From an optimization exercise on the open Yosys and OpenROAD flow, aimed at a short achievable clock period and few clock cycles; shortcuts taken in it are not production practice. In this exercise RTL edits were held to simulation tests only and were not proved equivalent to the original. Power and IR drop assume default switching activity.

==> inputs of run M <==
==> flow/design.v (excerpt) <==
module processor #(
    parameter int imemAddrW = 6,
    parameter int dmemAddrW = 6
) (
    input  logic                 clk,
    input  logic                 rstN,
    input  logic                 start,
    input  logic                 imemWe,
    input  logic [imemAddrW-1:0] imemAddr,
    input  logic [dataW-1:0]     imemData,
    input  logic [dataW-1:0]     inputPort,
    output logic [dataW-1:0]     outputPort,
    output logic                 outValid
);
    localparam int nI = 2**imemAddrW;
    localparam int nD = 2**dmemAddrW;
    logic [dataW-1:0]     imem [0:nI-1];
    logic [imemAddrW-1:0] tgtMem [0:nI-1];    
    logic                 skipMem [0:nI-1];   
    logic                 nopMem [0:nI-1];    
    logic [regAddrW-1:0]  bIdxMem [0:nI-1];   
    logic                 wrMem [0:nI-1];     
    logic                 beqzMem [0:nI-1];   
    logic                 outMem [0:nI-1];    
    logic running;
    logic [opcodeW-1:0] ldOp;
    logic ldNop;
    assign ldOp = imemData[opcodeLsb +: opcodeW];
    assign ldNop = ldOp == opNop || ldOp > opJmp;
    always_ff @(posedge clk) begin
  ...
==> flow/config.mk <==
export PLATFORM = sky130hd
export DESIGN_NAME = processor
export DESIGN_NICKNAME = processor
export VERILOG_FILES = /design/flow/design.v
export SDC_FILE = /design/flow/constraint.sdc
export NUM_CORES = 4
export LEC_CHECK = 0
export ABC_CLOCK_PERIOD_IN_PS = 2500
export CAP_MARGIN = 35
export CORE_MARGIN = 2
export CORE_UTILIZATION = 40
export SETUP_SLACK_MARGIN = 2.0
export SLEW_MARGIN = 20
export TNS_END_PERCENT = 100
==> flow/constraint.sdc <==
create_clock -name core_clock -period 5.0 [get_ports {clk}]
set_input_delay 1.0000 -clock core_clock [delete_from_list [all_inputs] [get_ports {clk}]]
set_output_delay 1.0000 -clock core_clock [all_outputs]
set_load 0.01 [all_outputs]
run.sh (not shown) runs the stock make flow with config.mk's settings and CLKGATE_MAP_FILE= SYNTH_SCRIPT=/design/flow/synth_recipe.tcl, a recipe that flattens the netlist after the stock synthesis.
==> run B (differences from run M) <==
--- a/flow/design.v
+++ b/flow/design.v
@@ -306,13 +306,13 @@
     end
     sumDecode #(.w(dmemAddrW)) addrDecode (
         .a(regA[dmemAddrW-1:0]),
         .b(dWord[dmemAddrW-1:0]),
         .hit(addrOh)
     );
-    assign stall = dValid && (iLd || iSt) && eValid && eWr && (eRd == rs);
+    assign stall = dValid && (iLd || iSt) && eValid && eWr && (eRd == rs) && !mispredict;
     always_ff @(posedge clk) begin
         if (!rstN) begin
             eValid <= 1'b0;
         end else begin
             eValid <= dValid && !stall && !mispredict;
         end
Settings changed: TNS_END_PERCENT 100 to 5.
==> summary of the runs <==
Critical path depth: run B is lower than run M (3).
Fmax: run M is higher than run B (about 4%).
Between run B and run M, the lower sequential share of layout area is in run M (gap 0.85 points).
In run B the non-clock buffer count is lower than in run M, by 135.
Register-to-register slack: run B is worse than run M (140 ps).
Utilization: run M is higher than run B (0.78 points).
Between run M and run B, the lower combinational power is in run M (gap 5.7%, measured against run B).
Of run M and run B, run M has the higher setup slack (gap 140 ps).
Of run M and run B, run M has the higher via count (gap 1.8%, measured against run B).
Synthesized cell count is about the same in run M and run B.
==> figures <==
metric	run M	run B
Fraction of final layout cells sized beyond drive strength 1	22.60%	20.06%
Worst Tran Pin Value	1163 ps	1424 ps
Total power draw	137.0 mW	141.4 mW
CORE AREA	452400 um^2	453100 um^2
Signal buffers	980	845
Number of fill cells in the layout	39325	39677
Start of the worst register-to-register path	pcOh[0]	pcOh[59]
Initial Util	40.18%	40.19%
Endpoint of the most critical register-to-register path	pcOh[22]	dValid
Hold Worst Slack	222.2 ps	231.7 ps
Sequential cell area	125300 um^2	125200 um^2
Area of the multi-input gates	57730 um^2	55810 um^2
Clock transition at the registers of the reported paths	60 ps	70 ps
Fraction of the mapped netlist area in adder cells	0.5561%	0.5552%
Library cell contributing the largest single delay on the critical path	or3_4	a221oi_1
First-pass GRT wire length	1326000 um	1287000 um
Simple-Gate Fraction of Synth Area	6.965%	7.199%
Post-synthesis mux area share	5.948%	5.694%
Run status	timing/DRC/antenna clean	timing/DRC/antenna clean
Data required time at the worst endpoint	5940 ps	6060 ps
Number of cells upsized or downsized after cts	518	251
Testbench counts of run M, summed over its fixed seeds: cycles 409,863.
Testbench counts of run B, summed over its fixed seeds: cycles 409,863.

separate check: timing with driven ports:
No port has a modelled driver above. Below, the same layouts with a new extraction and two added sets of constraints. Step 1: set_driving_cell puts a clkbuf_16 on clk and a buf_2 on each other input, an assumption about the parent block. Step 2, shift: input delay + t, output delay - t, t = (earliest + latest rising clock arrival at the registers) / 2. This alone moves slack from input paths to output paths. Slacks: ideal ports / drivers / drivers and shift; pairs: ideal ports / drivers.
run	t (ns)	setup slack, ns	hold slack, ns	worst setup path at the end	pins driven straight from the clock port
run M	1.193	1.351 / 1.351 / 0.931	0.222 / 0.125 / 0.335	input to register	1
run B	1.171	1.212 / 1.212 / 0.549	0.232 / 0.143 / 0.261	input to register	1
After both steps every run listed still meets setup and hold. For run B, which loses most, drivers alone change the setup slack by 0.000 ns; drivers and shift together by -0.663 ns.
